What follows belongs to an exercise in optimizing a design on an open flow for small area; a production flow would make more cautious choices.
Only simulation tests tie the RTL to the original design; equivalence was not proved.
No activity file was given, so power comes from the tool's default toggle rates.

## flow/flow/run.sh

```bash
#!/bin/bash
# Own layout flow: the standard synthesis and ORFS flow, with three changes:
#  - ports are buffered with sky130_fd_sc_hd__buf_1 instead of the delay buffer
#    buffer_ports picks by default,
#  - CTS inserts no dummy clock loads,
#  - constant-0 output ports share tie cells in small groups of neighbouring pins
#    (flow/share_ties.tcl, run before global placement).
# Each tool's output goes to a log of its own in this folder; ORFS keeps its
# per-step logs under orfs/logs.
set -euo pipefail
here=$(pwd)
export PRE_GLOBAL_PLACE_TCL="$here/flow/share_ties.tcl"
export TIE_GROUP=${TIE_GROUP:-6}
export BUFFER_PORTS_ARGS="-buffer_cell sky130_fd_sc_hd__buf_1"
export CTS_ARGS="-sink_clustering_enable -repair_clock_nets -dont_use_dummy_load -buf_list sky130_fd_sc_hd__clkbuf_8 -sink_clustering_size 20 -sink_clustering_max_diameter 45"
bash standard.sh synth > "$here/synth.log" 2>&1
bash standard.sh > "$here/layout.log" 2>&1
```

## flow/flow/share_ties.tcl

```tcl
# Let neighbouring constant-0 output ports share one tie cell.
# Each such port is driven by a tie of its own after floorplan (through the
# buffer that synthesis put in front of each port); the buffers are removed
# first, as global placement would do anyway, then the ports are sorted along
# the die edge and each run of TIE_GROUP ports keeps only its first tie.
remove_buffers
set block [ord::get_db_block]
set die [$block getDieArea]
set W [$die dx]
set H [$die dy]
set cands {}
foreach inst [$block getInsts] {
  if {[[$inst getMaster] getName] ne "sky130_fd_sc_hd__conb_1"} { continue }
  set lo [$inst findITerm LO]
  set hi [$inst findITerm HI]
  if {$lo eq "NULL" || [$lo getNet] eq "NULL"} { continue }
  if {$hi ne "NULL" && [$hi getNet] ne "NULL"} { continue }
  set net [$lo getNet]
  set bts [$net getBTerms]
  if {[llength $bts] != 1 || [llength [$net getITerms]] != 1} { continue }
  set bt [lindex $bts 0]
  if {[$bt getIoType] ne "OUTPUT"} { continue }
  set bb [$bt getBBox]
  set x [expr {([$bb xMin] + [$bb xMax]) / 2}]
  set y [expr {([$bb yMin] + [$bb yMax]) / 2}]
  # position along the die edge, counter-clockwise from the lower left corner
  if {$y <= 0 + 2000} {
    set p $x
  } elseif {$x >= $W - 2000} {
    set p [expr {$W + $y}]
  } elseif {$y >= $H - 2000} {
    set p [expr {$W + $H + ($W - $x)}]
  } else {
    set p [expr {2 * $W + $H + ($H - $y)}]
  }
  lappend cands [list $p $inst $net $bt]
}
set cands [lsort -real -index 0 $cands]
set k 0
set keep ""
set shared 0
foreach c $cands {
  lassign $c p inst net bt
  if {$k % $::env(TIE_GROUP) == 0} {
    set keep $net
  } else {
    $bt disconnect
    $bt connect $keep
    odb::dbInst_destroy $inst
    odb::dbNet_destroy $net
    incr shared
  }
  incr k
}
puts "share_ties: [llength $cands] constant ports, $shared ties removed"
```

## flow/standard.sh

```bash
#!/bin/bash
# synth_recipe.tcl (not shown) runs the flow's synth.tcl, then flattens the netlist and writes it again
# the make line also repeats each setting of config.mk as NAME=value (left out here)
make -C /OpenROAD-flow-scripts/flow DESIGN_CONFIG=/design/flow/config.mk WORK_HOME=/design/flow/orfs CLKGATE_MAP_FILE= SYNTH_SCRIPT=/design/flow/synth_recipe.tcl "${@:-finish}"
```

## flow/config.mk

```make
export PLATFORM = sky130hd
export DESIGN_NAME = decomp_unit
export DESIGN_NICKNAME = decomp_unit
export VERILOG_FILES = /design/flow/design.v
export SDC_FILE = /design/flow/constraint.sdc
export NUM_CORES = 4
export LEC_CHECK = 0
export CAP_MARGIN = 20
export CORE_MARGIN = 2
export CORE_UTILIZATION = 50
export GPL_TIMING_DRIVEN = 0
export SETUP_SLACK_MARGIN = 0.1
export SLEW_MARGIN = 20
```

## flow/constraint.sdc

```tcl
create_clock -name core_clock -period 4.0 [get_ports {clk}]
set_input_delay 0.8000 -clock core_clock [delete_from_list [all_inputs] [get_ports {clk}]]
set_output_delay 0.8000 -clock core_clock [all_outputs]
set_load 0.01 [all_outputs]
```

## flow/design.v

```verilog
`default_nettype none
package decomp_pkg;
  localparam int unsigned COEFF_W = 64;
  localparam int unsigned NUM_LANES = 4;
  localparam int unsigned CNT_W = 7;
  localparam int unsigned LEVELS_W = 3;
  localparam int unsigned MAX_BASE_BITS = 32;
  localparam int unsigned DECOMP_LATENCY = 5;
  localparam int unsigned CFG_W = CNT_W + LEVELS_W;
  localparam int unsigned BUNDLE_W = NUM_LANES * COEFF_W + NUM_LANES;
endpackage
`default_nettype wire
`timescale 1ns/1ps
`default_nettype none
module delay_line #(
  parameter int unsigned WIDTH  = 1,
  parameter int unsigned CYCLES = 1
) (
  input  wire logic             clk,
  input  wire logic [WIDTH-1:0] d,
  output logic      [WIDTH-1:0] q
);
  logic [CYCLES-1:0][WIDTH-1:0] stage;
  always_ff @(posedge clk) begin
    stage[0] <= d;
    for (int i = 1; i < CYCLES; i++) begin
      stage[i] <= stage[i-1];
    end
  end
  assign q = stage[CYCLES-1];
endmodule
`default_nettype wire
`timescale 1ns/1ps
`default_nettype none
module elem_decomp (
  input  wire logic [63:0] c,
  input  wire logic [4:0]  t,
  input  wire logic [4:0]  tn,    
  input  wire logic [3:1]  en,
  output logic      [31:0] d1,
  output logic      [20:0] d2,
  output logic      [15:0] d3
);
  logic l1_n0;
  logic l1_n1;
  logic l1_n2;
  logic l1_n3;
  logic l1_n4;
  logic l1_n5;
  logic l1_n6;
  logic l1_n7;
  logic l1_n8;
  logic l1_n9;
  logic l1_n10;
  logic l1_n11;
  logic l1_n12;
  logic l1_n13;
  logic l1_n14;
  logic l1_n15;
  logic l1_n16;
  logic l1_n17;
  logic l1_n18;
  logic l1_n19;
  logic l1_n20;
  logic l1_n21;
  logic l1_n22;
  logic l1_n23;
  logic l1_n24;
  logic l1_n25;
  logic l1_n26;
  logic l1_n27;
  logic l1_n28;
  logic l1_n29;
  logic l1_n30;
  logic l1_n31;
  logic l1_n32;
  logic l1_n33;
  logic l1_n34;
  logic l1_n35;
  logic l1_n36;
  logic l1_n37;
  logic l1_n38;
  logic l1_n39;
  logic l1_n40;
  logic l1_n41;
  logic l1_n42;
  logic l1_n43;
  logic l1_n44;
  logic l1_n45;
  logic l1_n46;
  logic l1_n47;
  logic l1_n48;
  logic l1_n49;
  logic l1_n50;
  logic l1_n51;
  logic l1_n52;
  logic l1_n53;
  logic l1_n54;
  logic l1_n55;
  logic l1_n56;
  logic l1_n57;
  logic l1_n58;
  logic l1_n59;
  logic l1_n60;
  logic l1_n61;
  logic l1_n62;
  logic l1_n63;
  logic l1_n64;
  logic l1_n65;
  logic l1_n66;
  logic l1_n67;
  logic l1_n68;
  logic l1_n69;
  logic l1_n70;
  logic l1_n71;
  logic l1_n72;
  logic l1_n73;
  logic l1_n74;
  logic l1_n75;
  logic l1_n76;
  logic l1_n77;
  logic l1_n78;
  logic l1_n79;
  logic l1_n80;
  logic l1_n81;
  logic l1_n82;
  logic l1_n83;
  logic l1_n84;
  logic l1_n85;
  logic l1_n86;
  logic l1_n87;
  logic l1_n88;
  logic l1_n89;
  logic l1_n90;
  logic l1_n91;
  logic l1_n92;
  logic l1_n93;
  logic l1_n94;
  logic l1_n95;
  logic l1_n96;
  logic l1_n97;
  logic l1_n98;
  logic l1_n99;
  logic l1_n100;
  logic l1_n101;
  logic l1_n102;
  logic l1_n103;
  logic l1_n104;
  logic l1_n105;
  logic l1_n106;
  logic l1_n107;
  logic l1_n108;
  logic l1_n109;
  logic l1_n110;
  logic l1_n111;
  logic l1_n112;
  logic l1_n113;
  logic l1_n114;
  logic l1_n115;
  logic l1_n116;
  logic l1_n117;
  logic l1_n118;
  logic l1_n119;
  logic l1_n120;
  logic l1_n121;
  logic l1_n122;
  logic l1_n123;
  logic l1_n124;
  logic l1_n125;
  logic l1_n126;
  logic l1_n127;
  logic l1_n128;
  logic l1_n129;
  logic l1_n130;
  logic l1_n131;
  logic l1_n132;
  logic l1_n133;
  logic l1_n134;
  logic l1_n135;
  logic l1_n136;
  logic l1_n137;
  logic l1_n138;
  logic l1_n139;
  logic l1_n140;
  logic l1_n141;
  logic l1_n142;
  logic l1_n143;
  logic l1_n144;
  logic l1_n145;
  logic l1_n146;
  logic l1_n147;
  logic l1_n148;
  logic l1_n149;
  logic l1_n150;
  logic l1_n151;
  logic l1_n152;
  logic l1_n153;
  logic l1_n154;
  logic l2_n0;
  logic l2_n1;
  logic l2_n2;
  logic l2_n3;
  logic l2_n4;
  logic l2_n5;
  logic l2_n6;
  logic l2_n7;
  logic l2_n8;
  logic l2_n9;
  logic l2_n10;
  logic l2_n11;
  logic l2_n12;
  logic l2_n13;
  logic l2_n14;
  logic l2_n15;
  logic l2_n16;
  logic l2_n17;
  logic l2_n18;
  logic l2_n19;
  logic l2_n20;
  logic l2_n21;
  logic l2_n22;
  logic l2_n23;
  logic l2_n24;
  logic l2_n25;
  logic l2_n26;
  logic l2_n27;
  logic l2_n28;
  logic l2_n29;
  logic l2_n30;
  logic l2_n31;
  logic l2_n32;
  logic l2_n33;
  logic l2_n34;
  logic l2_n35;
  logic l2_n36;
  logic l2_n37;
  logic l2_n38;
  logic l2_n39;
  logic l2_n40;
  logic l2_n41;
  logic l2_n42;
  logic l2_n43;
  logic l2_n44;
  logic l2_n45;
  logic l2_n46;
  logic l2_n47;
  logic l2_n48;
  logic l2_n49;
  logic l2_n50;
  logic l2_n51;
  logic l2_n52;
  logic l2_n53;
  logic l2_n54;
  logic l2_n55;
  logic l2_n56;
  logic l2_n57;
  logic l2_n58;
  logic l2_n59;
  logic l2_n60;
  logic l2_n61;
  logic l2_n62;
  logic l2_n63;
  logic l2_n64;
  logic l2_n65;
  logic l2_n66;
  logic l2_n67;
  logic l2_n68;
  logic l2_n69;
  logic l2_n70;
  logic l2_n71;
  logic l2_n72;
  logic l2_n73;
  logic l2_n74;
  logic l2_n75;
  logic l2_n76;
  logic l2_n77;
  logic l2_n78;
  logic l2_n79;
  logic l2_n80;
  logic l2_n81;
  logic l2_n82;
  logic l2_n83;
  logic l2_n84;
  logic l2_n85;
  logic l2_n86;
  logic l2_n87;
  logic l2_n88;
  logic l2_n89;
  logic l2_n90;
  logic l2_n91;
  logic l2_n92;
  logic l2_n93;
  logic l2_n94;
  logic l2_n95;
  logic l2_n96;
  logic l2_n97;
  logic l2_n98;
  logic l2_n99;
  logic l2_n100;
  logic l2_n101;
  logic l2_n102;
  logic l2_n103;
  logic l2_n104;
  logic l2_n105;
  logic l2_n106;
  logic l2_n107;
  logic l2_n108;
  logic l2_n109;
  logic l3_n0;
  logic l3_n1;
  logic l3_n2;
  logic l3_n3;
  logic l3_n4;
  logic l3_n5;
  logic l3_n6;
  logic l3_n7;
  logic l3_n8;
  logic l3_n9;
  logic l3_n10;
  logic l3_n11;
  logic l3_n12;
  logic l3_n13;
  logic l3_n14;
  logic l3_n15;
  logic l3_n16;
  logic l3_n17;
  logic l3_n18;
  logic l3_n19;
  logic l3_n20;
  logic l3_n21;
  logic l3_n22;
  logic l3_n23;
  logic l3_n24;
  logic l3_n25;
  logic l3_n26;
  logic l3_n27;
  logic l3_n28;
  logic l3_n29;
  logic l3_n30;
  logic l3_n31;
  logic l3_n32;
  logic l3_n33;
  logic l3_n34;
  logic l3_n35;
  logic l3_n36;
  logic l3_n37;
  logic l3_n38;
  logic l3_n39;
  logic l3_n40;
  logic l3_n41;
  logic l3_n42;
  logic l3_n43;
  logic l3_n44;
  logic l3_n45;
  logic l3_n46;
  logic l3_n47;
  logic l3_n48;
  logic l3_n49;
  logic l3_n50;
  logic l3_n51;
  logic l3_n52;
  logic l3_n53;
  logic l3_n54;
  logic l3_n55;
  logic l3_n56;
  logic l3_n57;
  logic l3_n58;
  logic l3_n59;
  logic l3_n60;
  logic l3_n61;
  logic l3_n62;
  logic l3_n63;
  logic l3_n64;
  logic l3_n65;
  logic l3_n66;
  logic l3_n67;
  logic l3_n68;
  logic l3_n69;
  logic l3_n70;
  logic l3_n71;
  logic l3_n72;
  logic l3_n73;
  logic l3_n74;
  logic l3_n75;
  logic l3_n76;
  logic l3_n77;
  logic l3_n78;
  assign l1_n0 = (c[17] | tn[4]) & (c[1] | t[4]);
  assign l1_n1 = (c[25] | tn[4]) & (c[9] | t[4]);
  assign l1_n2 = (l1_n1 | tn[3]) & (l1_n0 | t[3]);
  assign l1_n3 = (c[21] | tn[4]) & (c[5] | t[4]);
  assign l1_n4 = (c[29] | tn[4]) & (c[13] | t[4]);
  assign l1_n5 = (l1_n4 | tn[3]) & (l1_n3 | t[3]);
  assign l1_n6 = (l1_n5 | tn[2]) & (l1_n2 | t[2]);
  assign l1_n7 = (c[19] | tn[4]) & (c[3] | t[4]);
  assign l1_n8 = (c[27] | tn[4]) & (c[11] | t[4]);
  assign l1_n9 = (l1_n8 | tn[3]) & (l1_n7 | t[3]);
  assign l1_n10 = (c[23] | tn[4]) & (c[7] | t[4]);
  assign l1_n11 = (c[31] | tn[4]) & (c[15] | t[4]);
  assign l1_n12 = (l1_n11 | tn[3]) & (l1_n10 | t[3]);
  assign l1_n13 = (l1_n12 | tn[2]) & (l1_n9 | t[2]);
  assign l1_n14 = (l1_n13 | tn[1]) & (l1_n6 | t[1]);
  assign l1_n15 = (c[18] | tn[4]) & (c[2] | t[4]);
  assign l1_n16 = (c[26] | tn[4]) & (c[10] | t[4]);
  assign l1_n17 = (l1_n16 | tn[3]) & (l1_n15 | t[3]);
  assign l1_n18 = (c[22] | tn[4]) & (c[6] | t[4]);
  assign l1_n19 = (c[30] | tn[4]) & (c[14] | t[4]);
  assign l1_n20 = (l1_n19 | tn[3]) & (l1_n18 | t[3]);
  assign l1_n21 = (l1_n20 | tn[2]) & (l1_n17 | t[2]);
  assign l1_n22 = (c[20] | tn[4]) & (c[4] | t[4]);
  assign l1_n23 = (c[28] | tn[4]) & (c[12] | t[4]);
  assign l1_n24 = (l1_n23 | tn[3]) & (l1_n22 | t[3]);
  assign l1_n25 = (c[24] | tn[4]) & (c[8] | t[4]);
  assign l1_n26 = (c[32] | tn[4]) & (c[16] | t[4]);
  assign l1_n27 = (l1_n26 | tn[3]) & (l1_n25 | t[3]);
  assign l1_n28 = (l1_n27 | tn[2]) & (l1_n24 | t[2]);
  assign l1_n29 = (l1_n28 | tn[1]) & (l1_n21 | t[1]);
  assign l1_n30 = (l1_n29 | tn[0]) & (l1_n14 | t[0]);
  assign l1_n31 = (c[33] | tn[4]) & (c[17] | t[4]);
  assign l1_n32 = (l1_n31 | tn[3]) & (l1_n1 | t[3]);
  assign l1_n33 = (l1_n32 | tn[2]) & (l1_n5 | t[2]);
  assign l1_n34 = (l1_n33 | tn[1]) & (l1_n13 | t[1]);
  assign l1_n35 = (l1_n34 | tn[0]) & (l1_n29 | t[0]);
  assign l1_n36 = (c[34] | tn[4]) & (c[18] | t[4]);
  assign l1_n37 = (l1_n36 | tn[3]) & (l1_n16 | t[3]);
  assign l1_n38 = (l1_n37 | tn[2]) & (l1_n20 | t[2]);
  assign l1_n39 = (l1_n38 | tn[1]) & (l1_n28 | t[1]);
  assign l1_n40 = (l1_n39 | tn[0]) & (l1_n34 | t[0]);
  assign l1_n41 = (c[35] | tn[4]) & (c[19] | t[4]);
  assign l1_n42 = (l1_n41 | tn[3]) & (l1_n8 | t[3]);
  assign l1_n43 = (l1_n42 | tn[2]) & (l1_n12 | t[2]);
  assign l1_n44 = (l1_n43 | tn[1]) & (l1_n33 | t[1]);
  assign l1_n45 = (l1_n44 | tn[0]) & (l1_n39 | t[0]);
  assign l1_n46 = (c[36] | tn[4]) & (c[20] | t[4]);
  assign l1_n47 = (l1_n46 | tn[3]) & (l1_n23 | t[3]);
  assign l1_n48 = (l1_n47 | tn[2]) & (l1_n27 | t[2]);
  assign l1_n49 = (l1_n48 | tn[1]) & (l1_n38 | t[1]);
  assign l1_n50 = (l1_n49 | tn[0]) & (l1_n44 | t[0]);
  assign l1_n51 = (c[37] | tn[4]) & (c[21] | t[4]);
  assign l1_n52 = (l1_n51 | tn[3]) & (l1_n4 | t[3]);
  assign l1_n53 = (l1_n52 | tn[2]) & (l1_n32 | t[2]);
  assign l1_n54 = (l1_n53 | tn[1]) & (l1_n43 | t[1]);
  assign l1_n55 = (l1_n54 | tn[0]) & (l1_n49 | t[0]);
  assign l1_n56 = (c[38] | tn[4]) & (c[22] | t[4]);
  assign l1_n57 = (l1_n56 | tn[3]) & (l1_n19 | t[3]);
  assign l1_n58 = (l1_n57 | tn[2]) & (l1_n37 | t[2]);
  assign l1_n59 = (l1_n58 | tn[1]) & (l1_n48 | t[1]);
  assign l1_n60 = (l1_n59 | tn[0]) & (l1_n54 | t[0]);
  assign l1_n61 = (c[39] | tn[4]) & (c[23] | t[4]);
  assign l1_n62 = (l1_n61 | tn[3]) & (l1_n11 | t[3]);
  assign l1_n63 = (l1_n62 | tn[2]) & (l1_n42 | t[2]);
  assign l1_n64 = (l1_n63 | tn[1]) & (l1_n53 | t[1]);
  assign l1_n65 = (l1_n64 | tn[0]) & (l1_n59 | t[0]);
  assign l1_n66 = (c[40] | tn[4]) & (c[24] | t[4]);
  assign l1_n67 = (l1_n66 | tn[3]) & (l1_n26 | t[3]);
  assign l1_n68 = (l1_n67 | tn[2]) & (l1_n47 | t[2]);
  assign l1_n69 = (l1_n68 | tn[1]) & (l1_n58 | t[1]);
  assign l1_n70 = (l1_n69 | tn[0]) & (l1_n64 | t[0]);
  assign l1_n71 = (c[41] | tn[4]) & (c[25] | t[4]);
  assign l1_n72 = (l1_n71 | tn[3]) & (l1_n31 | t[3]);
  assign l1_n73 = (l1_n72 | tn[2]) & (l1_n52 | t[2]);
  assign l1_n74 = (l1_n73 | tn[1]) & (l1_n63 | t[1]);
  assign l1_n75 = (l1_n74 | tn[0]) & (l1_n69 | t[0]);
  assign l1_n76 = (c[42] | tn[4]) & (c[26] | t[4]);
  assign l1_n77 = (l1_n76 | tn[3]) & (l1_n36 | t[3]);
  assign l1_n78 = (l1_n77 | tn[2]) & (l1_n57 | t[2]);
  assign l1_n79 = (l1_n78 | tn[1]) & (l1_n68 | t[1]);
  assign l1_n80 = (l1_n79 | tn[0]) & (l1_n74 | t[0]);
  assign l1_n81 = (c[43] | tn[4]) & (c[27] | t[4]);
  assign l1_n82 = (l1_n81 | tn[3]) & (l1_n41 | t[3]);
  assign l1_n83 = (l1_n82 | tn[2]) & (l1_n62 | t[2]);
  assign l1_n84 = (l1_n83 | tn[1]) & (l1_n73 | t[1]);
  assign l1_n85 = (l1_n84 | tn[0]) & (l1_n79 | t[0]);
  assign l1_n86 = (c[44] | tn[4]) & (c[28] | t[4]);
  assign l1_n87 = (l1_n86 | tn[3]) & (l1_n46 | t[3]);
  assign l1_n88 = (l1_n87 | tn[2]) & (l1_n67 | t[2]);
  assign l1_n89 = (l1_n88 | tn[1]) & (l1_n78 | t[1]);
  assign l1_n90 = (l1_n89 | tn[0]) & (l1_n84 | t[0]);
  assign l1_n91 = (c[45] | tn[4]) & (c[29] | t[4]);
  assign l1_n92 = (l1_n91 | tn[3]) & (l1_n51 | t[3]);
  assign l1_n93 = (l1_n92 | tn[2]) & (l1_n72 | t[2]);
  assign l1_n94 = (l1_n93 | tn[1]) & (l1_n83 | t[1]);
  assign l1_n95 = (l1_n94 | tn[0]) & (l1_n89 | t[0]);
  assign l1_n96 = (c[46] | tn[4]) & (c[30] | t[4]);
  assign l1_n97 = (l1_n96 | tn[3]) & (l1_n56 | t[3]);
  assign l1_n98 = (l1_n97 | tn[2]) & (l1_n77 | t[2]);
  assign l1_n99 = (l1_n98 | tn[1]) & (l1_n88 | t[1]);
  assign l1_n100 = (l1_n99 | tn[0]) & (l1_n94 | t[0]);
  assign l1_n101 = (c[47] | tn[4]) & (c[31] | t[4]);
  assign l1_n102 = (l1_n101 | tn[3]) & (l1_n61 | t[3]);
  assign l1_n103 = (l1_n102 | tn[2]) & (l1_n82 | t[2]);
  assign l1_n104 = (l1_n103 | tn[1]) & (l1_n93 | t[1]);
  assign l1_n105 = (l1_n104 | tn[0]) & (l1_n99 | t[0]);
  assign l1_n106 = (c[48] | tn[3]) & (l1_n66 | t[3]);
  assign l1_n107 = (l1_n106 | tn[2]) & (l1_n87 | t[2]);
  assign l1_n108 = (l1_n107 | tn[1]) & (l1_n98 | t[1]);
  assign l1_n109 = (l1_n108 | tn[0]) & (l1_n104 | t[0]);
  assign l1_n110 = (c[49] | tn[3]) & (l1_n71 | t[3]);
  assign l1_n111 = (l1_n110 | tn[2]) & (l1_n92 | t[2]);
  assign l1_n112 = (l1_n111 | tn[1]) & (l1_n103 | t[1]);
  assign l1_n113 = (l1_n112 | tn[0]) & (l1_n108 | t[0]);
  assign l1_n114 = (c[50] | tn[3]) & (l1_n76 | t[3]);
  assign l1_n115 = (l1_n114 | tn[2]) & (l1_n97 | t[2]);
  assign l1_n116 = (l1_n115 | tn[1]) & (l1_n107 | t[1]);
  assign l1_n117 = (l1_n116 | tn[0]) & (l1_n112 | t[0]);
  assign l1_n118 = (c[51] | tn[3]) & (l1_n81 | t[3]);
  assign l1_n119 = (l1_n118 | tn[2]) & (l1_n102 | t[2]);
  assign l1_n120 = (l1_n119 | tn[1]) & (l1_n111 | t[1]);
  assign l1_n121 = (l1_n120 | tn[0]) & (l1_n116 | t[0]);
  assign l1_n122 = (c[52] | tn[3]) & (l1_n86 | t[3]);
  assign l1_n123 = (l1_n122 | tn[2]) & (l1_n106 | t[2]);
  assign l1_n124 = (l1_n123 | tn[1]) & (l1_n115 | t[1]);
  assign l1_n125 = (l1_n124 | tn[0]) & (l1_n120 | t[0]);
  assign l1_n126 = (c[53] | tn[3]) & (l1_n91 | t[3]);
  assign l1_n127 = (l1_n126 | tn[2]) & (l1_n110 | t[2]);
  assign l1_n128 = (l1_n127 | tn[1]) & (l1_n119 | t[1]);
  assign l1_n129 = (l1_n128 | tn[0]) & (l1_n124 | t[0]);
  assign l1_n130 = (c[54] | tn[3]) & (l1_n96 | t[3]);
  assign l1_n131 = (l1_n130 | tn[2]) & (l1_n114 | t[2]);
  assign l1_n132 = (l1_n131 | tn[1]) & (l1_n123 | t[1]);
  assign l1_n133 = (l1_n132 | tn[0]) & (l1_n128 | t[0]);
  assign l1_n134 = (c[55] | tn[3]) & (l1_n101 | t[3]);
  assign l1_n135 = (l1_n134 | tn[2]) & (l1_n118 | t[2]);
  assign l1_n136 = (l1_n135 | tn[1]) & (l1_n127 | t[1]);
  assign l1_n137 = (l1_n136 | tn[0]) & (l1_n132 | t[0]);
  assign l1_n138 = (c[56] | tn[2]) & (l1_n122 | t[2]);
  assign l1_n139 = (l1_n138 | tn[1]) & (l1_n131 | t[1]);
  assign l1_n140 = (l1_n139 | tn[0]) & (l1_n136 | t[0]);
  assign l1_n141 = (c[57] | tn[2]) & (l1_n126 | t[2]);
  assign l1_n142 = (l1_n141 | tn[1]) & (l1_n135 | t[1]);
  assign l1_n143 = (l1_n142 | tn[0]) & (l1_n139 | t[0]);
  assign l1_n144 = (c[58] | tn[2]) & (l1_n130 | t[2]);
  assign l1_n145 = (l1_n144 | tn[1]) & (l1_n138 | t[1]);
  assign l1_n146 = (l1_n145 | tn[0]) & (l1_n142 | t[0]);
  assign l1_n147 = (c[59] | tn[2]) & (l1_n134 | t[2]);
  assign l1_n148 = (l1_n147 | tn[1]) & (l1_n141 | t[1]);
  assign l1_n149 = (l1_n148 | tn[0]) & (l1_n145 | t[0]);
  assign l1_n150 = (c[60] | tn[1]) & (l1_n144 | t[1]);
  assign l1_n151 = (l1_n150 | tn[0]) & (l1_n148 | t[0]);
  assign l1_n152 = (c[61] | tn[1]) & (l1_n147 | t[1]);
  assign l1_n153 = (l1_n152 | tn[0]) & (l1_n150 | t[0]);
  assign l1_n154 = (c[62] | tn[0]) & (l1_n152 | t[0]);
  assign d1[0] = l1_n30 & en[1] & (t >= 5'd0);
  assign d1[1] = l1_n35 & en[1] & (t >= 5'd1);
  assign d1[2] = l1_n40 & en[1] & (t >= 5'd2);
  assign d1[3] = l1_n45 & en[1] & (t >= 5'd3);
  assign d1[4] = l1_n50 & en[1] & (t >= 5'd4);
  assign d1[5] = l1_n55 & en[1] & (t >= 5'd5);
  assign d1[6] = l1_n60 & en[1] & (t >= 5'd6);
  assign d1[7] = l1_n65 & en[1] & (t >= 5'd7);
  assign d1[8] = l1_n70 & en[1] & (t >= 5'd8);
  assign d1[9] = l1_n75 & en[1] & (t >= 5'd9);
  assign d1[10] = l1_n80 & en[1] & (t >= 5'd10);
  assign d1[11] = l1_n85 & en[1] & (t >= 5'd11);
  assign d1[12] = l1_n90 & en[1] & (t >= 5'd12);
  assign d1[13] = l1_n95 & en[1] & (t >= 5'd13);
  assign d1[14] = l1_n100 & en[1] & (t >= 5'd14);
  assign d1[15] = l1_n105 & en[1] & (t >= 5'd15);
  assign d1[16] = l1_n109 & en[1] & (t >= 5'd16);
  assign d1[17] = l1_n113 & en[1] & (t >= 5'd17);
  assign d1[18] = l1_n117 & en[1] & (t >= 5'd18);
  assign d1[19] = l1_n121 & en[1] & (t >= 5'd19);
  assign d1[20] = l1_n125 & en[1] & (t >= 5'd20);
  assign d1[21] = l1_n129 & en[1] & (t >= 5'd21);
  assign d1[22] = l1_n133 & en[1] & (t >= 5'd22);
  assign d1[23] = l1_n137 & en[1] & (t >= 5'd23);
  assign d1[24] = l1_n140 & en[1] & (t >= 5'd24);
  assign d1[25] = l1_n143 & en[1] & (t >= 5'd25);
  assign d1[26] = l1_n146 & en[1] & (t >= 5'd26);
  assign d1[27] = l1_n149 & en[1] & (t >= 5'd27);
  assign d1[28] = l1_n151 & en[1] & (t >= 5'd28);
  assign d1[29] = l1_n153 & en[1] & (t >= 5'd29);
  assign d1[30] = l1_n154 & en[1] & (t >= 5'd30);
  assign d1[31] = c[63] & en[1] & (t >= 5'd31);
  assign l2_n0 = (c[34] | tn[4]) & (c[2] | t[4]);
  assign l2_n1 = (c[50] | tn[4]) & (c[18] | t[4]);
  assign l2_n2 = (l2_n1 | tn[3]) & (l2_n0 | t[3]);
  assign l2_n3 = (c[42] | tn[4]) & (c[10] | t[4]);
  assign l2_n4 = (c[26] | tn[3]) & (l2_n3 | t[3]);
  assign l2_n5 = (l2_n4 | tn[2]) & (l2_n2 | t[2]);
  assign l2_n6 = (c[38] | tn[4]) & (c[6] | t[4]);
  assign l2_n7 = (c[54] | tn[4]) & (c[22] | t[4]);
  assign l2_n8 = (l2_n7 | tn[3]) & (l2_n6 | t[3]);
  assign l2_n9 = (c[46] | tn[4]) & (c[14] | t[4]);
  assign l2_n10 = (c[30] | tn[3]) & (l2_n9 | t[3]);
  assign l2_n11 = (l2_n10 | tn[2]) & (l2_n8 | t[2]);
  assign l2_n12 = (l2_n11 | tn[1]) & (l2_n5 | t[1]);
  assign l2_n13 = (c[36] | tn[4]) & (c[4] | t[4]);
  assign l2_n14 = (c[52] | tn[4]) & (c[20] | t[4]);
  assign l2_n15 = (l2_n14 | tn[3]) & (l2_n13 | t[3]);
  assign l2_n16 = (c[44] | tn[4]) & (c[12] | t[4]);
  assign l2_n17 = (c[28] | tn[3]) & (l2_n16 | t[3]);
  assign l2_n18 = (l2_n17 | tn[2]) & (l2_n15 | t[2]);
  assign l2_n19 = (c[40] | tn[4]) & (c[8] | t[4]);
  assign l2_n20 = (c[24] | tn[3]) & (l2_n19 | t[3]);
  assign l2_n21 = (c[48] | tn[4]) & (c[16] | t[4]);
  assign l2_n22 = (c[32] | tn[3]) & (l2_n21 | t[3]);
  assign l2_n23 = (l2_n22 | tn[2]) & (l2_n20 | t[2]);
  assign l2_n24 = (l2_n23 | tn[1]) & (l2_n18 | t[1]);
  assign l2_n25 = (l2_n24 | tn[0]) & (l2_n12 | t[0]);
  assign l2_n26 = (c[35] | tn[4]) & (c[19] | t[4]);
  assign l2_n27 = (c[43] | tn[4]) & (c[11] | t[4]);
  assign l2_n28 = (c[27] | tn[3]) & (l2_n27 | t[3]);
  assign l2_n29 = (l2_n28 | tn[2]) & (l2_n26 | t[2]);
  assign l2_n30 = (c[39] | tn[4]) & (c[7] | t[4]);
  assign l2_n31 = (c[55] | tn[4]) & (c[23] | t[4]);
  assign l2_n32 = (l2_n31 | tn[3]) & (l2_n30 | t[3]);
  assign l2_n33 = (c[47] | tn[4]) & (c[15] | t[4]);
  assign l2_n34 = (c[31] | tn[3]) & (l2_n33 | t[3]);
  assign l2_n35 = (l2_n34 | tn[2]) & (l2_n32 | t[2]);
  assign l2_n36 = (l2_n35 | tn[1]) & (l2_n29 | t[1]);
  assign l2_n37 = (c[37] | tn[4]) & (c[5] | t[4]);
  assign l2_n38 = (c[53] | tn[4]) & (c[21] | t[4]);
  assign l2_n39 = (l2_n38 | tn[3]) & (l2_n37 | t[3]);
  assign l2_n40 = (c[45] | tn[4]) & (c[13] | t[4]);
  assign l2_n41 = (c[29] | tn[3]) & (l2_n40 | t[3]);
  assign l2_n42 = (l2_n41 | tn[2]) & (l2_n39 | t[2]);
  assign l2_n43 = (c[41] | tn[4]) & (c[9] | t[4]);
  assign l2_n44 = (c[25] | tn[3]) & (l2_n43 | t[3]);
  assign l2_n45 = (c[49] | tn[4]) & (c[17] | t[4]);
  assign l2_n46 = (c[33] | tn[3]) & (l2_n45 | t[3]);
  assign l2_n47 = (l2_n46 | tn[2]) & (l2_n44 | t[2]);
  assign l2_n48 = (l2_n47 | tn[1]) & (l2_n42 | t[1]);
  assign l2_n49 = (l2_n48 | tn[0]) & (l2_n36 | t[0]);
  assign l2_n50 = (c[34] | tn[3]) & (l2_n1 | t[3]);
  assign l2_n51 = (l2_n50 | tn[2]) & (l2_n4 | t[2]);
  assign l2_n52 = (l2_n51 | tn[1]) & (l2_n11 | t[1]);
  assign l2_n53 = (l2_n52 | tn[0]) & (l2_n24 | t[0]);
  assign l2_n54 = (c[51] | tn[4]) & (c[19] | t[4]);
  assign l2_n55 = (c[35] | tn[3]) & (l2_n54 | t[3]);
  assign l2_n56 = (l2_n55 | tn[2]) & (l2_n28 | t[2]);
  assign l2_n57 = (l2_n56 | tn[1]) & (l2_n35 | t[1]);
  assign l2_n58 = (l2_n57 | tn[0]) & (l2_n48 | t[0]);
  assign l2_n59 = (c[36] | tn[3]) & (l2_n14 | t[3]);
  assign l2_n60 = (l2_n59 | tn[2]) & (l2_n17 | t[2]);
  assign l2_n61 = (l2_n60 | tn[1]) & (l2_n23 | t[1]);
  assign l2_n62 = (l2_n61 | tn[0]) & (l2_n52 | t[0]);
  assign l2_n63 = (c[37] | tn[3]) & (l2_n38 | t[3]);
  assign l2_n64 = (l2_n63 | tn[2]) & (l2_n41 | t[2]);
  assign l2_n65 = (l2_n64 | tn[1]) & (l2_n47 | t[1]);
  assign l2_n66 = (l2_n65 | tn[0]) & (l2_n57 | t[0]);
  assign l2_n67 = (c[38] | tn[3]) & (l2_n7 | t[3]);
  assign l2_n68 = (l2_n67 | tn[2]) & (l2_n10 | t[2]);
  assign l2_n69 = (l2_n68 | tn[1]) & (l2_n51 | t[1]);
  assign l2_n70 = (l2_n69 | tn[0]) & (l2_n61 | t[0]);
  assign l2_n71 = (c[39] | tn[3]) & (l2_n31 | t[3]);
  assign l2_n72 = (l2_n71 | tn[2]) & (l2_n34 | t[2]);
  assign l2_n73 = (l2_n72 | tn[1]) & (l2_n56 | t[1]);
  assign l2_n74 = (l2_n73 | tn[0]) & (l2_n65 | t[0]);
  assign l2_n75 = (c[56] | tn[4]) & (c[40] | t[4]);
  assign l2_n76 = (l2_n75 | tn[2]) & (l2_n22 | t[2]);
  assign l2_n77 = (l2_n76 | tn[1]) & (l2_n60 | t[1]);
  assign l2_n78 = (l2_n77 | tn[0]) & (l2_n69 | t[0]);
  assign l2_n79 = (c[57] | tn[4]) & (c[41] | t[4]);
  assign l2_n80 = (l2_n79 | tn[2]) & (l2_n46 | t[2]);
  assign l2_n81 = (l2_n80 | tn[1]) & (l2_n64 | t[1]);
  assign l2_n82 = (l2_n81 | tn[0]) & (l2_n73 | t[0]);
  assign l2_n83 = (c[58] | tn[4]) & (c[42] | t[4]);
  assign l2_n84 = (l2_n83 | tn[2]) & (l2_n50 | t[2]);
  assign l2_n85 = (l2_n84 | tn[1]) & (l2_n68 | t[1]);
  assign l2_n86 = (l2_n85 | tn[0]) & (l2_n77 | t[0]);
  assign l2_n87 = (c[59] | tn[4]) & (c[43] | t[4]);
  assign l2_n88 = (l2_n87 | tn[2]) & (l2_n55 | t[2]);
  assign l2_n89 = (l2_n88 | tn[1]) & (l2_n72 | t[1]);
  assign l2_n90 = (l2_n89 | tn[0]) & (l2_n81 | t[0]);
  assign l2_n91 = (c[60] | tn[4]) & (c[44] | t[4]);
  assign l2_n92 = (l2_n91 | tn[2]) & (l2_n59 | t[2]);
  assign l2_n93 = (l2_n92 | tn[1]) & (l2_n76 | t[1]);
  assign l2_n94 = (l2_n93 | tn[0]) & (l2_n85 | t[0]);
  assign l2_n95 = (c[53] | tn[4]) & (c[45] | t[4]);
  assign l2_n96 = (l2_n95 | tn[1]) & (l2_n80 | t[1]);
  assign l2_n97 = (l2_n96 | tn[0]) & (l2_n89 | t[0]);
  assign l2_n98 = (c[54] | tn[4]) & (c[46] | t[4]);
  assign l2_n99 = (l2_n98 | tn[1]) & (l2_n84 | t[1]);
  assign l2_n100 = (l2_n99 | tn[0]) & (l2_n93 | t[0]);
  assign l2_n101 = (c[55] | tn[4]) & (c[47] | t[4]);
  assign l2_n102 = (l2_n101 | tn[1]) & (l2_n88 | t[1]);
  assign l2_n103 = (l2_n102 | tn[0]) & (l2_n96 | t[0]);
  assign l2_n104 = (c[56] | tn[1]) & (l2_n92 | t[1]);
  assign l2_n105 = (l2_n104 | tn[0]) & (l2_n99 | t[0]);
  assign l2_n106 = (c[57] | tn[1]) & (l2_n95 | t[1]);
  assign l2_n107 = (l2_n106 | tn[0]) & (l2_n102 | t[0]);
  assign l2_n108 = (c[58] | tn[0]) & (l2_n104 | t[0]);
  assign l2_n109 = (c[61] | tn[2]) & (l2_n87 | t[2]);
  assign d2[0] = l2_n25 & en[2] & (t >= 5'd0);
  assign d2[1] = l2_n49 & en[2] & (t >= 5'd1);
  assign d2[2] = l2_n53 & en[2] & (t >= 5'd2);
  assign d2[3] = l2_n58 & en[2] & (t >= 5'd3);
  assign d2[4] = l2_n62 & en[2] & (t >= 5'd4);
  assign d2[5] = l2_n66 & en[2] & (t >= 5'd5);
  assign d2[6] = l2_n70 & en[2] & (t >= 5'd6);
  assign d2[7] = l2_n74 & en[2] & (t >= 5'd7);
  assign d2[8] = l2_n78 & en[2] & (t >= 5'd8);
  assign d2[9] = l2_n82 & en[2] & (t >= 5'd9);
  assign d2[10] = l2_n86 & en[2] & (t >= 5'd10);
  assign d2[11] = l2_n90 & en[2] & (t >= 5'd11);
  assign d2[12] = l2_n94 & en[2] & (t >= 5'd12);
  assign d2[13] = l2_n97 & en[2] & (t >= 5'd13);
  assign d2[14] = l2_n100 & en[2] & (t >= 5'd14);
  assign d2[15] = l2_n103 & en[2] & (t >= 5'd15);
  assign d2[16] = l2_n105 & en[2] & (t >= 5'd16);
  assign d2[17] = l2_n107 & en[2] & (t >= 5'd17);
  assign d2[18] = l2_n108 & en[2] & (t >= 5'd18);
  assign d2[19] = l2_n109 & en[2] & (t >= 5'd19);
  assign d2[20] = c[62] & en[2] & (t >= 5'd20);
  assign l3_n0 = (c[27] | tn[3]) & (c[3] | t[3]);
  assign l3_n1 = (c[39] | tn[3]) & (c[15] | t[3]);
  assign l3_n2 = (l3_n1 | tn[2]) & (l3_n0 | t[2]);
  assign l3_n3 = (c[33] | tn[3]) & (c[9] | t[3]);
  assign l3_n4 = (c[45] | tn[3]) & (c[21] | t[3]);
  assign l3_n5 = (l3_n4 | tn[2]) & (l3_n3 | t[2]);
  assign l3_n6 = (l3_n5 | tn[1]) & (l3_n2 | t[1]);
  assign l3_n7 = (c[30] | tn[3]) & (c[6] | t[3]);
  assign l3_n8 = (c[42] | tn[3]) & (c[18] | t[3]);
  assign l3_n9 = (l3_n8 | tn[2]) & (l3_n7 | t[2]);
  assign l3_n10 = (c[36] | tn[3]) & (c[12] | t[3]);
  assign l3_n11 = (c[48] | tn[3]) & (c[24] | t[3]);
  assign l3_n12 = (l3_n11 | tn[2]) & (l3_n10 | t[2]);
  assign l3_n13 = (l3_n12 | tn[1]) & (l3_n9 | t[1]);
  assign l3_n14 = (l3_n13 | tn[0]) & (l3_n6 | t[0]);
  assign l3_n15 = (c[40] | tn[3]) & (c[16] | t[3]);
  assign l3_n16 = (l3_n15 | tn[2]) & (c[28] | t[2]);
  assign l3_n17 = (c[34] | tn[3]) & (c[10] | t[3]);
  assign l3_n18 = (c[46] | tn[3]) & (c[22] | t[3]);
  assign l3_n19 = (l3_n18 | tn[2]) & (l3_n17 | t[2]);
  assign l3_n20 = (l3_n19 | tn[1]) & (l3_n16 | t[1]);
  assign l3_n21 = (c[31] | tn[3]) & (c[7] | t[3]);
  assign l3_n22 = (c[43] | tn[3]) & (c[19] | t[3]);
  assign l3_n23 = (l3_n22 | tn[2]) & (l3_n21 | t[2]);
  assign l3_n24 = (c[37] | tn[3]) & (c[13] | t[3]);
  assign l3_n25 = (c[49] | tn[3]) & (c[25] | t[3]);
  assign l3_n26 = (l3_n25 | tn[2]) & (l3_n24 | t[2]);
  assign l3_n27 = (l3_n26 | tn[1]) & (l3_n23 | t[1]);
  assign l3_n28 = (l3_n27 | tn[0]) & (l3_n20 | t[0]);
  assign l3_n29 = (c[41] | tn[3]) & (c[17] | t[3]);
  assign l3_n30 = (l3_n29 | tn[2]) & (c[29] | t[2]);
  assign l3_n31 = (c[35] | tn[3]) & (c[11] | t[3]);
  assign l3_n32 = (c[47] | tn[3]) & (c[23] | t[3]);
  assign l3_n33 = (l3_n32 | tn[2]) & (l3_n31 | t[2]);
  assign l3_n34 = (l3_n33 | tn[1]) & (l3_n30 | t[1]);
  assign l3_n35 = (c[44] | tn[3]) & (c[20] | t[3]);
  assign l3_n36 = (l3_n35 | tn[2]) & (c[32] | t[2]);
  assign l3_n37 = (c[38] | tn[3]) & (c[14] | t[3]);
  assign l3_n38 = (c[50] | tn[3]) & (c[26] | t[3]);
  assign l3_n39 = (l3_n38 | tn[2]) & (l3_n37 | t[2]);
  assign l3_n40 = (l3_n39 | tn[1]) & (l3_n36 | t[1]);
  assign l3_n41 = (l3_n40 | tn[0]) & (l3_n34 | t[0]);
  assign l3_n42 = (c[51] | tn[3]) & (c[27] | t[3]);
  assign l3_n43 = (l3_n42 | tn[2]) & (l3_n1 | t[2]);
  assign l3_n44 = (l3_n43 | tn[1]) & (l3_n5 | t[1]);
  assign l3_n45 = (l3_n44 | tn[0]) & (l3_n13 | t[0]);
  assign l3_n46 = (c[52] | tn[3]) & (c[28] | t[3]);
  assign l3_n47 = (l3_n46 | tn[2]) & (l3_n15 | t[2]);
  assign l3_n48 = (l3_n47 | tn[1]) & (l3_n19 | t[1]);
  assign l3_n49 = (l3_n48 | tn[0]) & (l3_n27 | t[0]);
  assign l3_n50 = (c[53] | tn[3]) & (c[29] | t[3]);
  assign l3_n51 = (l3_n50 | tn[2]) & (l3_n29 | t[2]);
  assign l3_n52 = (l3_n51 | tn[1]) & (l3_n33 | t[1]);
  assign l3_n53 = (l3_n52 | tn[0]) & (l3_n40 | t[0]);
  assign l3_n54 = (c[54] | tn[3]) & (c[30] | t[3]);
  assign l3_n55 = (l3_n54 | tn[2]) & (l3_n8 | t[2]);
  assign l3_n56 = (l3_n55 | tn[1]) & (l3_n12 | t[1]);
  assign l3_n57 = (l3_n56 | tn[0]) & (l3_n44 | t[0]);
  assign l3_n58 = (c[55] | tn[3]) & (c[31] | t[3]);
  assign l3_n59 = (l3_n58 | tn[2]) & (l3_n22 | t[2]);
  assign l3_n60 = (l3_n59 | tn[1]) & (l3_n26 | t[1]);
  assign l3_n61 = (l3_n60 | tn[0]) & (l3_n48 | t[0]);
  assign l3_n62 = (c[56] | tn[2]) & (l3_n35 | t[2]);
  assign l3_n63 = (l3_n62 | tn[1]) & (l3_n39 | t[1]);
  assign l3_n64 = (l3_n63 | tn[0]) & (l3_n52 | t[0]);
  assign l3_n65 = (c[57] | tn[2]) & (l3_n4 | t[2]);
  assign l3_n66 = (l3_n65 | tn[1]) & (l3_n43 | t[1]);
  assign l3_n67 = (l3_n66 | tn[0]) & (l3_n56 | t[0]);
  assign l3_n68 = (c[58] | tn[2]) & (l3_n18 | t[2]);
  assign l3_n69 = (l3_n68 | tn[1]) & (l3_n47 | t[1]);
  assign l3_n70 = (l3_n69 | tn[0]) & (l3_n60 | t[0]);
  assign l3_n71 = (c[59] | tn[2]) & (l3_n32 | t[2]);
  assign l3_n72 = (l3_n71 | tn[1]) & (l3_n51 | t[1]);
  assign l3_n73 = (l3_n72 | tn[0]) & (l3_n63 | t[0]);
  assign l3_n74 = (c[60] | tn[1]) & (l3_n55 | t[1]);
  assign l3_n75 = (l3_n74 | tn[0]) & (l3_n66 | t[0]);
  assign l3_n76 = (c[61] | tn[1]) & (l3_n59 | t[1]);
  assign l3_n77 = (l3_n76 | tn[0]) & (l3_n69 | t[0]);
  assign l3_n78 = (c[62] | tn[0]) & (l3_n72 | t[0]);
  assign d3[0] = l3_n14 & en[3] & (t >= 5'd0);
  assign d3[1] = l3_n28 & en[3] & (t >= 5'd1);
  assign d3[2] = l3_n41 & en[3] & (t >= 5'd2);
  assign d3[3] = l3_n45 & en[3] & (t >= 5'd3);
  assign d3[4] = l3_n49 & en[3] & (t >= 5'd4);
  assign d3[5] = l3_n53 & en[3] & (t >= 5'd5);
  assign d3[6] = l3_n57 & en[3] & (t >= 5'd6);
  assign d3[7] = l3_n61 & en[3] & (t >= 5'd7);
  assign d3[8] = l3_n64 & en[3] & (t >= 5'd8);
  assign d3[9] = l3_n67 & en[3] & (t >= 5'd9);
  assign d3[10] = l3_n70 & en[3] & (t >= 5'd10);
  assign d3[11] = l3_n73 & en[3] & (t >= 5'd11);
  assign d3[12] = l3_n75 & en[3] & (t >= 5'd12);
  assign d3[13] = l3_n77 & en[3] & (t >= 5'd13);
  assign d3[14] = l3_n78 & en[3] & (t >= 5'd14);
  assign d3[15] = c[63] & en[3] & (t >= 5'd15);
endmodule
`default_nettype wire
`timescale 1ns/1ps
`default_nettype none
import decomp_pkg::*;
module decomp_ctrl (
  input  wire logic                  clk,
  input  wire logic                  arst_n,
  input  wire logic                  cfg_load,
  input  wire logic [CFG_W-1:0]      cfg,
  input  wire logic                  in_valid,
  output logic      [4:0]            tm1,        
  output logic      [4:0]            tm1_n,      
  output logic      [NUM_LANES-1:0]  lane_en,    
  output logic                       out_valid,
  output logic                       cfg_busy,
  output logic                       cfg_reject
);
  logic [CNT_W-1:0]    cfg_b;
  logic [LEVELS_W-1:0] cfg_l;
  logic                cfg_ok;
  logic                cfg_accept;
  logic [DECOMP_LATENCY-1:0] vld;
  logic [4:0]          tm1_q;
  logic [4:0]          tm1_n_q;
  logic [2:1]          lvl_q;    
  assign cfg_b = cfg[CFG_W-1:LEVELS_W];
  logic [CNT_W-1:0] cfg_bm1;
  logic [4:0]       cfg_tm1;
  assign cfg_bm1 = cfg_b - 7'd1;
  assign cfg_tm1 = cfg_bm1[4:0];
  assign cfg_l = cfg[LEVELS_W-1:0];
  always_comb begin
    cfg_ok = (cfg_b != '0) && (cfg_b <= 7'd32) && (cfg_l != '0) && (cfg_l <= 3'd4) &&
             !((cfg_l == 3'd3) && (cfg_b > 7'd21)) &&
             !((cfg_l == 3'd4) && (cfg_b > 7'd16));
    cfg_accept = cfg_load && cfg_ok && !cfg_busy && !in_valid;
  end
  logic [3:1] en_q;
  always_ff @(posedge clk or negedge arst_n) begin
    if (!arst_n) begin
      tm1_q      <= 5'd15;
      tm1_n_q    <= 5'd16;
      en_q       <= 3'b111;
      cfg_reject <= 1'b0;
      vld        <= '0;
    end else begin
      if (cfg_accept) begin
        tm1_q   <= cfg_tm1;
        tm1_n_q <= ~cfg_tm1;
        en_q  <= {cfg_l == 3'd4, cfg_l >= 3'd3, cfg_l >= 3'd2};
      end
      cfg_reject <= cfg_load && !cfg_accept;
      vld        <= {vld[DECOMP_LATENCY-2:0], in_valid};
    end
  end
  assign tm1       = tm1_q;
  assign tm1_n     = tm1_n_q;
  assign lane_en   = {en_q, 1'b1};
  assign out_valid = vld[DECOMP_LATENCY-1];
  assign cfg_busy  = |vld;
endmodule
`default_nettype wire
`timescale 1ns/1ps
`default_nettype none
import decomp_pkg::*;
module decomp_unit (
  input  wire logic                  clk,
  input  wire logic                  arst_n,
  input  wire logic                  cfg_load,
  input  wire logic [CFG_W-1:0]      cfg,
  input  wire logic                  in_valid,
  input  wire logic                  in_last,
  input  wire logic [COEFF_W-1:0]    coeff,
  output logic                       out_valid,
  output logic                       out_last,
  output logic      [BUNDLE_W-1:0]   out,
  output logic                       cfg_busy,
  output logic                       cfg_reject
);
  logic [4:0]           tm1;
  logic [4:0]           tm1_n;
  logic [NUM_LANES-1:0] lane_en;
  logic [COEFF_W-1:0]   c_q;
  logic                 last_q;
  logic [31:0]          d0, d1;
  logic [20:0]          d2;
  logic [15:0]          d3;
  decomp_ctrl u_ctrl (
    .clk       (clk),
    .arst_n    (arst_n),
    .cfg_load  (cfg_load),
    .cfg       (cfg),
    .in_valid  (in_valid),
    .tm1       (tm1),
    .tm1_n     (tm1_n),
    .lane_en   (lane_en),
    .out_valid (out_valid),
    .cfg_busy  (cfg_busy),
    .cfg_reject(cfg_reject)
  );
  delay_line #(.WIDTH(COEFF_W), .CYCLES(DECOMP_LATENCY)) u_coeff_dly (
    .clk(clk), .d(coeff), .q(c_q)
  );
  delay_line #(.WIDTH(1), .CYCLES(DECOMP_LATENCY)) u_last_dly (
    .clk(clk), .d(in_last), .q(last_q)
  );
  always_comb begin
    for (int j = 0; j < 32; j++) begin
      d0[j] = c_q[j] & (5'(j) <= tm1);
    end
  end
  elem_decomp u_lanes (
    .c(c_q), .t(tm1), .tn(tm1_n), .en(lane_en[3:1]), .d1(d1), .d2(d2), .d3(d3));
  assign out_last = out_valid & last_q;
  assign out = {48'd0, d3, 43'd0, d2, 32'd0, d1, 32'd0, d0, lane_en & {NUM_LANES{out_valid}}};
endmodule
`default_nettype wire
```

==> flow_summary.toml, run 1 <==
[run_status]
outcome = "timing/DRC/antenna clean"

[cts]
clock_path_buffers = 3
insertion_delay_ns = 0.59
cts_tree = "done"
ctsRootBufferMaster = "clkbuf_8"
clock_sinks = 344
clk_pin_slew_ns = 0.09
cts_made_buffers = 26
htree_levels = 1

[floorplan]
start_util_pct = 50.6
die_y_um = 163
pin_count = 343
die_area_mm2 = 0.0266
core_mm2 = 0.0250
rows = 58
die_w_um = 163

[grt]
grt_use_total_pct = 31.1
antenna_found_initial = 1
grt_pass1_wl_um = 61000
grt_pass1_vias = 9115
gr-total-overflow = 0
grt_max_degree = 67

[layout]
layout_common_cells = "dfxtp_1 (325), buf_1 (184), o22ai_1 (157)"
drive_above_1_share_pct = 14.2
layout.nets = 1362
layout_commonest_cell = "dfxtp_1"
syn2layout_area_growth_pct = 8.66
fillers = 2248

[critical_path]
end_kind = "primary output"
required_ns = 3.20
crit_arrival_ns = 3.15
crit_type = "flop to primary output"
cp-start-kind = "flop"
crit_fanout = 10

[timing]
min_period_ns = 3.95
rsz0062_at_grt = "true"
holdWs_ns = 0.207
setup-violations-final = 0
finalCritPeriodShare_pct = 98.6
max_slew_margin_pct = 29.8
max_freq_ghz = 0.253
finalHoldViolCount = 0
tightest_slew_ns = 1.04
fin_skew_ns = 0.0570
final_max_slew_viol_count = 0

[logic_synthesis]
async_flop_share_pct = 5.52
synth_area_leader_cell = "dfxtp_1"
synth_cell_types = 68
synth_top_area_share_pct = 51.4
ys_ff_latch = 344
syn_area_mm2 = 0.0127
synth_cells = 1223
synth_area_leaders = "dfxtp_1 (51%), buf_4 (10%), o22ai_1 (7.9%)"
ys_seq_area_share_pct = 55.2
syn_avg_cell_area_um2 = 10.4
synth_edf_count = 0
yosysWarnings = 4
synth_ff_type = "dfxtp_1"

[drt]
firstDrtPassIters = 6
routed_via_density = 6.36
vias = 10200
drc = 0
drt-initial-drc-count = 1495
wl_per_cell_um = 27.7
wl_um = 44600
ant_nets = 0

[power_and_ir_drop]
power_density_mw_per_mm2 = 452
power.leakage_nw = 5.13
fin_total_pwr_mw = 6.21
ir_drop_uv = 392

[place]
io_buffers = 187
gp_routability_congestion = 0.934
dp_hpwl_um = 28800

[run]
cap_violations = 0

[worst_hold_path]
min_path_type = "primary input to async pin"
-- registers in the layout, indices dropped and copies added (netlist names) --
name / count
u_coeff_dly.stage: 320
u_ctrl.tm1_n_q: 5
u_ctrl.tm1_q: 5
u_ctrl.vld: 5
u_last_dly.stage: 5
u_ctrl.en_q: 3
u_ctrl.cfg_reject: 1
-- cells in the mapped netlist (20+ instances only) --
cell type / count
dfxtp_1: 325
o22ai_1: 159
and2_1: 23
a21oi_1: 22
buf_4: 168
clkbuf_1: 51
a211oi_1: 32
buf_2: 20
o22a_1: 25
nor2_1: 72
a221oi_1: 32
nand2_1: 59
-- worst paths after layout --
path | end | start | slack [ns] | depth (start not counted)
setup / recovery | out[84] | u_ctrl.tm1_n_q[4] | 0.05 | 8
hold / removal | u_ctrl.tm1_n_q[3] | arst_n | 0.21 | 1
setup reg to reg | u_ctrl.tm1_n_q[1] | u_ctrl.vld[4] | 1.61 | 5
hold reg to reg | u_coeff_dly.stage[127] | u_coeff_dly.stage[63] | 0.31 | 0
max in group asynchronous | u_ctrl.tm1_n_q[1] | arst_n | 3.36 | 1
min in group core_clock | u_coeff_dly.stage[49] | coeff[49] | 0.28 | 1
-- cell type report --
class	count	area, um^2	share of cell area (%)
timing repair inverter	1	5.00	0.0364
timing repair buffer	249	1400	10.2
tap	330	413	3.00
antenna	1	2.50	0.0182
sequential	344	7020	51.1
clock buffer	26	358	2.60
multi-input combinational	642	4470	32.5
inverter	17	83.8	0.609
-- timing repair --
item,4_1_cts,5_1_grt
buffers inserted,27,32
cloned,2,2
gates resized for setup,54,22
setup endpoints to repair,74,42
hold buffers,0,0
pin swaps,12,8
-- power by group --
group / switching [mW] / internal, mW
combinational: 0.615 / 0.320
sequential: 0.148 / 3.62
clock: 0.935 / 0.579
total: 1.70 / 4.51
-- cells by family (layout without fill, tap and decap cells) --
group / Yosys count / in the layout / share of synthesized area, %
adders and majority gates: 2 / 2 / 0.198
other: 1 / 27 / 0.0296
and+or+nand+nor: 210 / 212 / 7.67
xor gates and xnor gates: 4 / 4 / 0.277
buffers and inverters: 264 / 293 / 13.2
AOI/OAI and AO/OA: 386 / 386 / 22.4
muxes: 12 / 12 / 1.03
DFF: 344 / 344 / 55.2
-- metal layers --
| metal | wire length, um | vias to the layer above | track usage (%) |
|---|---|---|---|
| li1 | - | 4394 | - |
| met1 | 18200 | 4829 | 44.1 |
| met2 | 17900 | 864 | 44.6 |
| met3 | 6010 | 152 | 8.10 |
| met4 | 2470 | 0 | 14.0 |
| met5 | 0 | - | 0 |
-- through the flow --
| stage | setup TNS, ns | cell area [um^2] | utilization [%] | worst slack (ns) | std cells |
|---|---|---|---|---|---|
| 5_1_grt | 0 | 13800 | 54.9 | 0.0214 | 1609 |
| 4_1_cts | -0.0453 | 13300 | 53.1 | -0.0453 | 1575 |
| 2_1_floorplan | 0 | 13200 | - | 1.10 | 1377 |
| 3_5_place_dp | -4.62 | 12400 | 49.4 | -0.466 | 1520 |
| 6_report | 0 | 13800 | 54.9 | 0.0548 | 1610 |
| 3_3_place_gp | -87.58 | 12300 | 49.0 | -1.82 | 1518 |
-- critical path: stages, from the launching register on --
cell and delay, ns:
dfstp_4 0.75, buf_6 0.21, buf_4 0.13, o22ai_2 0.15, a22o_1 0.29, nor2_2 0.28
o22ai_1 0.14, a211oi_1 0.47, buf_1 0.20
==> run 2, diff against run 1 <==
--- a/flow/flow/run.sh
+++ b/flow/flow/run.sh
@@ -3,5 +3,5 @@
 #  - ports are buffered with sky130_fd_sc_hd__buf_1 instead of the delay buffer
 #    buffer_ports picks by default,
-#  - CTS inserts no dummy clock loads,
+#  - CTS uses clkbuf_8 with larger sink clusters and inserts no dummy clock loads,
 #  - constant-0 output ports share tie cells in small groups of neighbouring pins
 #    (flow/share_ties.tcl, run before global placement).
==> flow_summary.toml, run 2 <==
[drt]
wl_um = 44600
vias = 10200
drt-initial-drc-count = 1495
drc = 0
ant_nets = 0
wl_per_cell_um = 27.7
routed_via_density = 6.36
firstDrtPassIters = 6

[timing]
min_period_ns = 3.95
rsz0062_at_grt = "true"
max_freq_ghz = 0.253
max_slew_margin_pct = 29.8
setup-violations-final = 0
fin_skew_ns = 0.0570
final_max_slew_viol_count = 0
finalHoldViolCount = 0
finalCritPeriodShare_pct = 98.6
worst_slack_ns = 0.0548
tightest_slew_ns = 1.04
setup_tns_ns = 0

[grt]
grt_use_total_pct = 31.1
grt_pass1_wl_um = 61000
grt_pass1_vias = 9115
antenna_found_initial = 1
grt_max_degree = 67
gr-total-overflow = 0

[floorplan]
pin_count = 343
core_mm2 = 0.0250
start_util_pct = 50.6
rows = 58
die_w_um = 163
die_y_um = 163
die_area_mm2 = 0.0266

[logic_synthesis]
synth_area_leaders = "dfxtp_1 (51%), buf_4 (10%), o22ai_1 (7.9%)"
synth_cell_types = 68
ys_ff_latch = 344
syn_avg_cell_area_um2 = 10.4
synth_top_area_share_pct = 51.4
synth_cells = 1223
synth_edf_count = 0
synth_ff_type = "dfxtp_1"
syn_area_mm2 = 0.0127
ys_seq_area_share_pct = 55.2
synth_area_leader_cell = "dfxtp_1"
yosysMostFrequentCell = "dfxtp_1"
yosysWarnings = 4
async_flop_share_pct = 5.52
synth_commonest_cells = "dfxtp_1 (325), buf_4 (168), o22ai_1 (159), nor2_1 (72), nand2_1 (59)"

[cts]
clock_sinks = 344
cts_made_buffers = 26
htree_levels = 1
clock_path_buffers = 3
hold_buffers = 0
clk_pin_slew_ns = 0.09
ctsRootBufferMaster = "clkbuf_8"
cts_tree = "done"
insertion_delay_ns = 0.59

[layout]
layout.nets = 1362
utilization_pct = 54.9
seq_area_mm2 = 0.00702
stdcell_area_mm2 = 0.0138
syn2layout_area_growth_pct = 8.66
multi_input_area_mm2 = 0.00447
layout_commonest_cell = "dfxtp_1"
layout_common_cells = "dfxtp_1 (325), buf_1 (184), o22ai_1 (157)"
largest-register = "u_coeff_dly.stage"
drive_above_1_share_pct = 14.2
largest_reg_flops = 320
fillers = 2248

[critical_path]
crit_end = "out[84]"
worstReg2RegStart = "u_ctrl.vld[4]"
rrSetupSlack_ns = 1.61
required_ns = 3.20
cp-startpoint = "u_ctrl.tm1_n_q[4]"
r2r_end = "u_ctrl.tm1_n_q[1]"
cp_cell_sequence = "buf_6, buf_4, o22ai_2, a22o_1, nor2_2, o22ai_1, a211oi_1, buf_1"
worstRegToRegCells = 5
crit_arrival_ns = 3.15
crit_fanout = 10
crit_type = "flop to primary output"
cp-start-kind = "flop"
end_kind = "primary output"
max_stage_delay_ns = 0.75
cp_slowest_cell = "dfstp_4"

[power_and_ir_drop]
fin_total_pwr_mw = 6.21
power.leakage_nw = 5.13
ir_drop_uv = 392
power_density_mw_per_mm2 = 452

[worst_hold_path]
min_path_type = "primary input to async pin"

[place]
place_area_mm2 = 0.0124
dp_hpwl_um = 28800
gp_routability_congestion = 0.934
place_worst_setup_slack_ns = -0.466
io_buffers = 187

[run]
cap_violations = 0

[run_status]
outcome = "timing/DRC/antenna clean"
## run 2: cell counts in the layout (fill, tap and decap cells not counted)
No cell type changed its count.
## run 2: worst min-delay path by stage
stage | start | end | slack, ns | depth (start not counted)
2_1_floorplan | u_coeff_dly.stage[36] | u_coeff_dly.stage[100] | 0.31 | 0
3_3_place_gp | u_coeff_dly.stage[30] | u_coeff_dly.stage[94] | 0.31 | 0
3_5_place_dp | u_coeff_dly.stage[38] | u_coeff_dly.stage[102] | 0.31 | 0
4_1_cts | coeff[20] | u_coeff_dly.stage[20] | 0.25 | 1
5_1_grt | arst_n | u_ctrl.tm1_n_q[3] | 0.22 | 1
6_report | arst_n | u_ctrl.tm1_n_q[3] | 0.21 | 1
## run 2: layout make-up
type                       count  area share (%)
tap                          330            3.00
sequential                   344            51.1
multi-input combinational    642            32.5
antenna                        1          0.0182
timing repair inverter         1          0.0364
inverter                      17           0.609
clock buffer                  26            2.60
timing repair buffer         249            10.2
## run 2: logic make-up after synthesis
logic type / count (synthesis) / share of synthesized area [%]
compound gates: 386 / 22.4
xor+xnor: 4 / 0.277
fa+ha+maj: 2 / 0.198
buf+inv: 264 / 13.2
flops: 344 / 55.2
mux: 12 / 1.03
other cells: 1 / 0.0296
simple gates: 210 / 7.67
## run 2: timing repair
action / in CTS / in global routing
buffers inserted: 27 / 32
resized for setup: 54 / 22
pin swaps: 12 / 8
gates cloned: 2 / 2
endpoints found under the setup margin: 74 / 42
## run 2: critical path, delay by kind of cell (launching register included)
kind	cells	cell delay, ns
compound gates	4	1.05
flops	1	0.75
buf+inv	3	0.54
simple gates	1	0.28
## run 2: where the power goes
group | switching (mW) | internal, mW | total [mW]
Clock | 0.935 | 0.579 | 1.51
Sequential | 0.148 | 3.62 | 3.76
Combinational | 0.615 | 0.320 | 0.934
Total | 1.70 | 4.51 | 6.21
## run 2: layer usage
metal,track usage (%),vias to the layer above,wire (um)
met5,0,-,0
met4,14.0,0,2470
met3,8.10,152,6010
met2,44.6,864,17900
met1,44.1,4829,18200
li1,-,4394,-
## run 2: metrics by stage
stage	std cells	hold slack, ns
floorplan	1377	0.310
global placement	1518	0.309
detailed placement	1520	0.312
CTS	1575	0.247
global route	1609	0.223
finish	1610	0.207

[port drivers added, routing unchanged]
No port has a modelled driver above. Below, the same layouts with a new extraction and two added sets of constraints.
Step 1 (the two cells are an assumption about what drives the block):
set clk [get_ports {clk}]
set_driving_cell -lib_cell sky130_fd_sc_hd__clkbuf_16 $clk
set_driving_cell -lib_cell sky130_fd_sc_hd__buf_2 [delete_from_list [all_inputs] $clk]
Step 2 also shifts input and output timing later by t, the mid clock arrival at the registers, as if the neighbouring blocks saw the same clock.
Three values: no drivers, after step 1, after step 2; two values: the first two.
run	shift t [ns]	setup slack, ns	worst data-port slew with drivers (ns)
run 1	0.584	0.055 / 0.018 / 0.602	0.07
run 2	0.584	0.055 / 0.018 / 0.602	0.07
After both steps every run listed still meets setup and hold.
